What follows belongs to an exercise in optimizing a design on an open flow for small area; a production flow would make more cautious choices.
Only simulation tests tie the RTL to the original design; equivalence was not proved.
Power and IR drop assume default switching activity.

== run 1 ==
==> flow/design.v (excerpt) <==
module ruhman_led_multi #(
    parameter int unsigned N          = 16,
    parameter int unsigned CLK_PER_MS = 100,
    parameter int unsigned HP_W       = 16
) (
    input  logic         clk,
    input  logic         reset_n,
    input  logic         cs,
    input  logic         read,
    input  logic         write,
    input  logic [4:0]   addr,
    input  logic [31:0]  wr_data,
    output logic [31:0]  rd_data,
    output logic [N-1:0] dout
);
    localparam int unsigned   PW        = (CLK_PER_MS > 1) ? $clog2(CLK_PER_MS) : 1;
    localparam logic [PW-1:0] PrescLast = PW'(CLK_PER_MS - 1);
    localparam logic [15:0]   RingInv   = 16'haaaa;
    logic [PW-1:0] presc_q;
    logic [3:0]    phase_q;    
    logic [3:0]    phase_n;
    logic          hold_q;     
    logic          win_q;      
    logic          ms_tick;
    logic          ph0, ph15;
    logic          bus_wr;
    logic          sync_sel;
    logic [15:0]   ch_hp   [N];
    logic [1:0]    ch_mode [N];
    logic [3:0]    ch_bc   [N];
    logic [N-1:0]  done_vec;
    logic          unused_bits;
    logic [15:0]   wd_hp;
    logic [15:0]   wd_hp_rot;
    logic          wd_hs;
    logic [1:0]    wd_mode;
    logic [3:0]    wd_bc;
    assign bus_wr      = cs && write;
    assign sync_sel    = bus_wr && (addr == 5'd16);
    assign ms_tick     = (presc_q == PrescLast);
    assign ph0         = (phase_q == 4'd0);
    assign ph15        = (phase_q == 4'd15);
    assign phase_n     = phase_q + 4'd1;
    assign unused_bits = read ^ (^wr_data);
    assign wd_hp       = reset_n ? wr_data[15:0] : 16'd0;
    assign wd_hs       = (wd_hp[15:1] == 15'd0);
    assign wd_mode     = reset_n ? wr_data[17:16] : 2'b00;
  ...
For scale: roughly 3000 cells after synthesis, ~770 flip-flops, about 90 I/O pins, ~0.030 mm2 of cells after synthesis.
Settings: LEC_CHECK=0, CAP_MARGIN=20, CORE_MARGIN=2, CORE_UTILIZATION=40, SLEW_MARGIN=20; clock period 10.0 ns.
standard.sh (not shown) runs the stock make flow with config.mk's settings and CLKGATE_MAP_FILE= SYNTH_SCRIPT=/design/flow/synth_recipe.tcl, a recipe that flattens the netlist after the stock synthesis.
==> flow/flow/run.sh <==
#!/bin/bash
# Own layout flow: the standard ORFS flow (standard.sh), with
#  - clock tree synthesis that clusters more sinks per leaf buffer and inserts no dummy loads
#  - port buffers of the smallest buffer cell.
# Each make target's full output goes to its own log file here.
set -euo pipefail
export CTS_ARGS="-sink_clustering_enable -repair_clock_nets -dont_use_dummy_load -sink_clustering_size 10 -sink_clustering_max_diameter 50 -buf_list sky130_fd_sc_hd__clkbuf_4"
export BUFFER_PORTS_ARGS="-buffer_cell sky130_fd_sc_hd__buf_1"
for t in synth floorplan place cts route finish; do
  bash standard.sh "$t" > "flow_$t.log" 2>&1
done
Changes in run 2 relative to run 1:
Settings: CORE_UTILIZATION: 40 -> 70; PLACE_DENSITY: unset -> 0.8.
-- flow/flow/run.sh --
<<< run 1, line 7
export CTS_ARGS="-sink_clustering_enable -repair_clock_nets -dont_use_dummy_load -sink_clustering_size 10 -sink_clustering_max_diameter 50 -buf_list sky130_fd_sc_hd__clkbuf_4"
>>> run 2, line 7
export CTS_ARGS="-sink_clustering_enable -repair_clock_nets -dont_use_dummy_load -sink_clustering_size 9 -sink_clustering_max_diameter 45 -buf_list sky130_fd_sc_hd__clkbuf_4"
[summary]
- Run 1 was carried through to the last stage, and its layout satisfied the timing, design-rule and antenna checks.
- Run 2: flow completed, timing, DRC and antenna clean
- Run 1 → run 2: maximum frequency rose 3.2%; delay of the slowest critical-path stage rose 70 ps; number of flip-flops and latches about even; final non-filler cell total fell about 11%.
- Run 2 — worst setup slack 250 ps higher, run 1 as reference
- Looking at average wire per cell in the routed design across run 2 and run 1, the one that comes out higher is run 2.
Input-level comparison between run 3 and run 2:
Settings: changing CORE_UTILIZATION from 70 to 40; removing PLACE_DENSITY (formerly 0.8); setting CTS_CLUSTER_DIAMETER to 100 for the first time; setting CTS_CLUSTER_SIZE to 28 for the first time.
==> flow/run.sh (new file) <==
#!/bin/bash
# synth_recipe.tcl (not shown) runs the flow's synth.tcl, then flattens the netlist and writes it again
# the make line also repeats each setting of config.mk as NAME=value (left out here)
make -C /OpenROAD-flow-scripts/flow DESIGN_CONFIG=/design/flow/config.mk WORK_HOME=/design/flow/orfs CLKGATE_MAP_FILE= SYNTH_SCRIPT=/design/flow/synth_recipe.tcl finish
removed: flow/flow/run.sh
removed: flow/standard.sh
### Flow results
- Cmp run 3 vs run 2: total power higher in run 3
- Compared run 3 vs run 2, and maximum operating frequency is down in run 3.
- Changes observed in run 3 relative to run 2: setup slack at placement has decreased; cell count has increased; well tap count has increased; initial antenna violation count has decreased; fraction of power consumed by combinational cells has decreased.
- Run 3 vs run 2, first-pass iteration count of the detailed router went down by 3.
## Diff of input files: run 4 against run 3
Settings: setting PLACE_DENSITY to 0.8 for the first time; changing CORE_UTILIZATION from 40 to 70; removing CTS_CLUSTER_DIAMETER (formerly 100); changing CAP_MARGIN from 20 to 5; changing SLEW_MARGIN from 20 to 5; removing CTS_CLUSTER_SIZE (formerly 28); setting GPL_ROUTABILITY_DRIVEN to 0 for the first time.
==> flow/flow/run.sh (new file) <==
#!/bin/bash
# Own layout flow: the standard ORFS flow (standard.sh), with
#  - clock tree synthesis that clusters more sinks per leaf buffer and inserts no dummy loads
#  - port buffers of the smallest buffer cell.
# Each make target's full output goes to its own log file here.
set -euo pipefail
export CTS_ARGS="-sink_clustering_enable -repair_clock_nets -dont_use_dummy_load -sink_clustering_size 9 -sink_clustering_max_diameter 45 -buf_list sky130_fd_sc_hd__clkbuf_4"
export BUFFER_PORTS_ARGS="-buffer_cell sky130_fd_sc_hd__buf_1"
for t in synth floorplan place cts route finish; do
  bash standard.sh "$t" > "flow_$t.log" 2>&1
done
==> flow/standard.sh (new file) <==
#!/bin/bash
# synth_recipe.tcl (not shown) runs the flow's synth.tcl, then flattens the netlist and writes it again
# the make line also repeats each setting of config.mk as NAME=value (left out here)
make -C /OpenROAD-flow-scripts/flow DESIGN_CONFIG=/design/flow/config.mk WORK_HOME=/design/flow/orfs CLKGATE_MAP_FILE= SYNTH_SCRIPT=/design/flow/synth_recipe.tcl "${@:-finish}"
removed: flow/run.sh
==> comparison <==
- Run 4 | stages: all done | timing, DRC, antenna: all pass
- | synthesized cell count | run 3 vs run 4 | ≈ equal |
- Compared with run 3, run 4 shows a higher worst IR drop on VDD.
- Routed length on met2 of run 4 falls short of that of run 3 by more than 10%.
- Diff run 3 -> run 4: fraction of power consumed by the clock network went down 4.1 points; post-layout total power went down; number of flip-flops and latches flat.

========
Another version of the RTL of ruhman_led_multi (not shown whole).
Size in the first run: ~3700 cells after synthesis, about 770 flip-flops, roughly 90 I/O pins, roughly 31000 sq um of cells after synthesis.
## ruhman_led_multi
module ruhman_led_multi #(
    parameter int unsigned N          = 16,
    parameter int unsigned CLK_PER_MS = 100,
    parameter int unsigned HP_W       = 16
) (
    input  logic         clk,
    input  logic         reset_n,
    input  logic         cs,
    input  logic         read,
    input  logic         write,
    input  logic [4:0]   addr,
    input  logic [31:0]  wr_data,
    output logic [31:0]  rd_data,
    output logic [N-1:0] dout
);
    localparam int unsigned   PW        = (CLK_PER_MS > 1) ? $clog2(CLK_PER_MS) : 1;
    localparam logic [PW-1:0] PrescLast = PW'(CLK_PER_MS - 1);
    localparam logic [15:0]   RingInv   = 16'haaaa;
    logic [PW-1:0] presc_q;
    logic [3:0]    phase_q;    
    logic [3:0]    phase_n;
    logic          hold_q;     
    logic          win_q;      
    logic          ms_tick;
    logic          ph0, ph15;
    logic          bus_wr;
    logic          sync_sel;
    logic [15:0]   ch_hp   [N];
    logic [1:0]    ch_mode [N];
    logic [3:0]    ch_bc   [N];
    logic [N-1:0]  done_vec;
    logic          unused_bits;
    logic [15:0]   wd_hp;
    logic [15:0]   wd_hp_rot;
    logic          wd_hs;
    logic [1:0]    wd_mode;
    logic [3:0]    wd_bc;
    assign bus_wr      = cs && write;
    assign sync_sel    = bus_wr && (addr == 5'd16);
    assign ms_tick     = (presc_q == PrescLast);
    assign ph0         = (phase_q == 4'd0);
    assign ph15        = (phase_q == 4'd15);
    assign phase_n     = phase_q + 4'd1;
    assign unused_bits = read ^ (^wr_data);
    assign wd_hp       = reset_n ? wr_data[15:0] : 16'd0;
    assign wd_hs       = (wd_hp[15:1] == 15'd0);
    assign wd_mode     = reset_n ? wr_data[17:16] : 2'b00;
    assign wd_bc       = reset_n ? wr_data[23:20] : 4'd0;
    assign wd_hp_rot   = 16'({wd_hp, wd_hp} >> phase_n);
    always_ff @(posedge clk) begin
        if (!reset_n || ms_tick) presc_q <= '0;
  ...
export LEC_CHECK = 0
export ABC_AREA = 1
export CAP_MARGIN = 20
export CORE_MARGIN = 2
export CORE_UTILIZATION = 40
export CTS_CLUSTER_DIAMETER = 100
export CTS_CLUSTER_SIZE = 28
export SLEW_MARGIN = 20
create_clock -name core_clock -period 10.0 [get_ports {clk}]
run.sh (not shown) runs the stock make flow with config.mk's settings and CLKGATE_MAP_FILE= SYNTH_SCRIPT=/design/flow/synth_recipe.tcl, a recipe that flattens the netlist after the stock synthesis.
Stock flow here: none of the scripts above is used.
The first run finished clean.
Next try:
--- a/flow/config.mk
+++ b/flow/config.mk
@@ -10,5 +10,4 @@
 export CORE_MARGIN = 2
-export CORE_UTILIZATION = 40
-export CTS_CLUSTER_DIAMETER = 100
-export CTS_CLUSTER_SIZE = 28
+export CORE_UTILIZATION = 60
+export CTS_BUF_LIST = sky130_fd_sc_hd__clkbuf_4
 export SLEW_MARGIN = 20
What happened: Sequential cell count is unchanged; setup slack improved by 61 ps; die area shrinks by 33%.

========
## run A
The RTL this note starts from:
==> flow/design.v <==
module ruhman_led_multi #(
    parameter int unsigned N          = 16,
    parameter int unsigned CLK_PER_MS = 100,
    parameter int unsigned HP_W       = 16
) (
    input  logic         clk,
    input  logic         reset_n,
    input  logic         cs,
    input  logic         read,
    input  logic         write,
    input  logic [4:0]   addr,
    input  logic [31:0]  wr_data,
    output logic [31:0]  rd_data,
    output logic [N-1:0] dout
);
    localparam int unsigned   PW        = (CLK_PER_MS > 1) ? $clog2(CLK_PER_MS) : 1;
    localparam logic [PW-1:0] PrescLast = PW'(CLK_PER_MS - 1);
    localparam logic [15:0]   RingInv   = 16'haaaa;
    logic [PW-1:0] presc_q;
    logic [3:0]    phase_q;    
    logic [3:0]    phase_n;
    logic          hold_q;     
    logic          win_q;      
    logic          ms_tick;
    logic          ph0, ph15;
    logic          bus_wr;
    logic          sync_sel;
    logic [15:0]   ch_hp   [N];
    logic [1:0]    ch_mode [N];
    logic [3:0]    ch_bc   [N];
    logic [N-1:0]  done_vec;
    logic          unused_bits;
    logic [15:0]   wd_hp;
    logic [15:0]   wd_hp_rot;
    logic          wd_hs;
    logic [1:0]    wd_mode;
    logic [3:0]    wd_bc;
    assign bus_wr      = cs && write;
    assign sync_sel    = bus_wr && (addr == 5'd16);
    assign ms_tick     = (presc_q == PrescLast);
    assign ph0         = (phase_q == 4'd0);
    assign ph15        = (phase_q == 4'd15);
    assign phase_n     = phase_q + 4'd1;
    assign unused_bits = read ^ (^wr_data);
    assign wd_hp       = reset_n ? wr_data[15:0] : 16'd0;
    assign wd_hs       = (wd_hp[15:1] == 15'd0);
    assign wd_mode     = reset_n ? wr_data[17:16] : 2'b00;
    assign wd_bc       = reset_n ? wr_data[23:20] : 4'd0;
    assign wd_hp_rot   = 16'({wd_hp, wd_hp} >> phase_n);
    always_ff @(posedge clk) begin
        if (!reset_n || ms_tick) presc_q <= '0;
        else                     presc_q <= presc_q + PW'(1);
    end
    always_ff @(posedge clk) begin
        if (!reset_n) begin
            phase_q <= '0;
            hold_q  <= 1'b0;
            win_q   <= 1'b0;
        end else begin
            win_q   <= ((ms_tick || hold_q) && ph15) || (win_q && !ph15);
            phase_q <= phase_n;
            hold_q  <= (ms_tick || hold_q) && !ph15;
        end
    end
    for (genvar i = 0; i < N; i++) begin : g_ch
        logic [15:0] hpr_q;        
        logic [15:0] cnr_q;        
        logic [15:0] hpr_v, cnr_v;  
        logic [1:0]  mode_q;
        logic [3:0]  bc_q;
        logic        hs_q;         
        logic        cy_q;         
        logic        stp_q;        
        logic [3:0]  nb_q;         
        logic        led_q, done_q;
        logic        cfg_wr, ld, restart, run, reached, step, adv, clr;
        logic        cy_eff, cbit, nbit, match;
        assign cfg_wr  = bus_wr && (addr == 5'(i));
        assign ld      = cfg_wr || !reset_n;
        assign restart = cfg_wr || (sync_sel && wr_data[i] && mode_q[1]);
        assign run     = ms_tick && mode_q[1] && !done_q && !restart;
        assign reached = stp_q || hs_q;
        assign step    = run && reached;
        assign adv     = run && !reached;
        assign clr     = restart || step;    
        assign hpr_v   = hpr_q ^ RingInv;
        assign cnr_v   = cnr_q ^ RingInv;
        assign cy_eff  = cy_q && !hold_q;
        assign cbit    = cnr_v[0] ^ ph0;      
        assign nbit    = cbit ^ cy_eff;       
        assign match   = (nbit == hpr_v[0]);
        always_ff @(posedge clk) begin
            if (ld) begin
                hpr_q  <= wd_hp_rot ^ RingInv;
                mode_q <= wd_mode;
                bc_q   <= wd_bc;
                hs_q   <= wd_hs;
            end else begin
                hpr_q  <= {hpr_v[0], hpr_v[15:1]} ^ RingInv;
            end
        end
        always_ff @(posedge clk) begin
            if (clr) begin
                cnr_q <= RingInv;
                cy_q  <= 1'b0;
                stp_q <= 1'b0;
            end else begin
                cnr_q <= {cnr_v[0] ^ cy_eff, cnr_v[15:1]} ^ RingInv;
                if (adv)         cy_q <= 1'b1;
                else if (!hold_q) cy_q <= cy_q && cbit;
                if (win_q) stp_q <= (ph0 || stp_q) && match;
            end
        end
        always_ff @(posedge clk) begin
            if (!reset_n) begin
                led_q  <= 1'b0;
                done_q <= 1'b0;
            end else if (restart) begin
                nb_q   <= '0;
                done_q <= 1'b0;
                led_q  <= cfg_wr ? (wr_data[17:16] != 2'b00) : 1'b1;
            end else if (step) begin
                led_q <= !led_q;
                if (mode_q[0] && led_q) begin
                    nb_q   <= nb_q + 4'd1;
                    done_q <= (nb_q + 4'd1 == bc_q);
                end
            end
        end
        assign dout[i]     = led_q;
        assign done_vec[i] = done_q;
        assign ch_hp[i]    = hpr_v;
        assign ch_mode[i]  = mode_q;
        assign ch_bc[i]    = bc_q;
    end
    logic [N-1:0] rd_sel;
    logic [21:0]  rd_ch;
    logic [15:0]  rd_hpr;
    always_comb begin
        rd_ch = '0;
        for (int i = 0; i < N; i++) begin
            rd_sel[i] = (addr == 5'(i));
            rd_ch = rd_ch | ({ch_bc[i], ch_mode[i], ch_hp[i]} & {22{rd_sel[i]}});
        end
        rd_hpr = 16'({rd_ch[15:0], rd_ch[15:0]} >> (5'd16 - {1'b0, phase_q}));
        rd_data = {8'h00, rd_ch[21:18], 2'b00, rd_ch[17:16], rd_hpr};
        if (addr == 5'd17) begin
            rd_data[N-1:0]  = dout;
            rd_data[16 +: N] = done_vec;
        end
    end
endmodule
make LEC_CHECK=0 CAP_MARGIN=20 CORE_MARGIN=2 CORE_UTILIZATION=60 CTS_BUF_LIST=sky130_fd_sc_hd__clkbuf_8 SLEW_MARGIN=20 finish   # period 10.0 ns
For run B, these inputs were changed with respect to run A:
Settings: putting CTS_CLUSTER_SIZE at 28 where nothing was set; swapping 60 for 40 in CORE_UTILIZATION; clearing CTS_BUF_LIST, which used to be sky130_fd_sc_hd__clkbuf_8; putting CTS_CLUSTER_DIAMETER at 100 where nothing was set.
### Flow results
Note that the vias per cell recorded for run A amounts to 1.10 times the value seen in run B.
Going from run A to run B, portion of total power attributed to the clock network lower; worst setup slack for register-to-register paths went up; sequential share of layout area saw an increase.
Summary of run B over run A: first-pass iteration count of the detailed router dropped 2, number of well taps has increased, proportion of cell area occupied by multi-input gates climbed 1.1 points.
Edits applied to the flow inputs when going from run B to run C:
Settings: a deleted CTS_CLUSTER_SIZE that had been 28; a deleted CTS_CLUSTER_DIAMETER that had been 100.
==> flow/flow/run.sh (new file) <==
#!/bin/bash
# Own layout flow: the standard ORFS flow (standard.sh), with
#  - clock tree synthesis that clusters more sinks per leaf buffer and inserts no dummy loads
#  - port buffers of the smallest buffer cell.
# Each make target's full output goes to its own log file here.
set -euo pipefail
export CTS_ARGS="-sink_clustering_enable -repair_clock_nets -dont_use_dummy_load -sink_clustering_size 24 -sink_clustering_max_diameter 100"
export BUFFER_PORTS_ARGS="-buffer_cell sky130_fd_sc_hd__buf_1"
for t in synth floorplan place cts route finish; do
  bash standard.sh "$t" > "flow_$t.log" 2>&1
done
==> flow/standard.sh (new file) <==
#!/bin/bash
# synth_recipe.tcl (not shown) runs the flow's synth.tcl, then flattens the netlist and writes it again
# the make line also repeats each setting of config.mk as NAME=value (left out here)
make -C /OpenROAD-flow-scripts/flow DESIGN_CONFIG=/design/flow/config.mk WORK_HOME=/design/flow/orfs CLKGATE_MAP_FILE= SYNTH_SCRIPT=/design/flow/synth_recipe.tcl "${@:-finish}"
removed: flow/run.sh
==> results.txt <==
Looking only at upper clock frequency limit, and setting everything else aside, the lower value of run B and run C goes to run B.
Cell area | run C vs run B | run C smaller
Worst hold margin delta for run C relative to run B: 0.037 ns lower
| non-clock buffer instance count of the final layout | run C vs run B | 2.8% higher |
Run C vs. run B: routed wire length increased by 0.45% relative to the old numbers; transition time of the tightest slew-check pin increased by 0.014 ns relative to the old numbers; clock power share decreased by 0.6 points relative to the old numbers.
Run C: full flow OK, the timing, design-rule and antenna checks passed
The inputs of run D differ from those of run C as listed below.
Settings: setting CTS_CLUSTER_DIAMETER to 70 for the first time; setting CTS_CLUSTER_SIZE to 34 for the first time.
==> flow/run.sh (new file) <==
#!/bin/bash
# synth_recipe.tcl (not shown) runs the flow's synth.tcl, then flattens the netlist and writes it again
# the make line also repeats each setting of config.mk as NAME=value (left out here)
make -C /OpenROAD-flow-scripts/flow DESIGN_CONFIG=/design/flow/config.mk WORK_HOME=/design/flow/orfs CLKGATE_MAP_FILE= SYNTH_SCRIPT=/design/flow/synth_recipe.tcl finish
removed: flow/flow/run.sh
removed: flow/standard.sh
--- outcome ---
Run D vs run C — first-pass GRT wire length dropped 0.50%.
Going from run C to run D, net switching share of the total power now larger; logic gate share of total power now smaller.
Modified inputs, run E compared to run D
Settings: swapping 34 for 22 in CTS_CLUSTER_SIZE; swapping 70 for 100 in CTS_CLUSTER_DIAMETER.
==> results.txt <==
- Summary of the comparison: maximum clock frequency is higher in run E, relative to run D.
- Run E vs. run D: fraction of final layout cells with drive strength greater than 1 shrank by 1.1 points; register-to-register slack grew by 0.05 ns.
- Between run E and run D, the clock skew does not differ in any meaningful way.
- Diff run D..run E | sequential cell count | unchanged
- Of run E and run D, the higher wire length on met3 belongs to run E.

static timing again, ports no longer ideal:
How much do the figures lean on ideal ports? The routed layouts below were timed once more, with nothing changed but the port constraints. Step 1 assumes that a clkbuf_16 drives the clock port and a buf_2 every other input. Step 2 moves the port delays by t, midway between the first and last clock arrival at a register: inputs arrive t later, outputs are due t later. That takes back most of the time a late clock gives input paths. Slacks: ideal / step 1 / step 2; pairs: ideal / step 1.
run	t (ns)	setup WS [ns]	worst setup path after step 2	worst register clock-pin slew, ns	pins driven straight from the clock port
run 1	0.946	1.734 / 1.710 / 1.710	input to output	0.12 / 0.12	1
run 2	0.915	1.989 / 1.946 / 1.946	input to output	0.11 / 0.11	1
run 3	0.671	1.014 / 0.993 / 0.993	input to output	0.12 / 0.12	1
run 4	0.911	1.557 / 1.525 / 1.525	input to output	0.11 / 0.11	1
the first run of note 2	0.653	1.644 / 1.624 / 1.624	input to output	0.12 / 0.12	1
the second run of note 2	1.132	1.705 / 1.677 / 1.677	input to output	0.08 / 0.08	1
run A	0.786	0.922 / 0.899 / 0.899	input to output	0.07 / 0.07	1
run B	0.663	1.063 / 1.040 / 1.040	input to output	0.11 / 0.11	1
run C	0.644	1.655 / 1.631 / 1.631	input to output	0.11 / 0.11	1
run D	0.681	0.997 / 0.974 / 0.974	input to output	0.12 / 0.12	1
run E	0.661	1.032 / 1.007 / 1.007	input to output	0.11 / 0.11	1
After both steps every run listed still meets setup and hold. For run 2, which loses most, drivers alone change the setup slack by -0.043 ns; drivers and shift together by -0.043 ns.
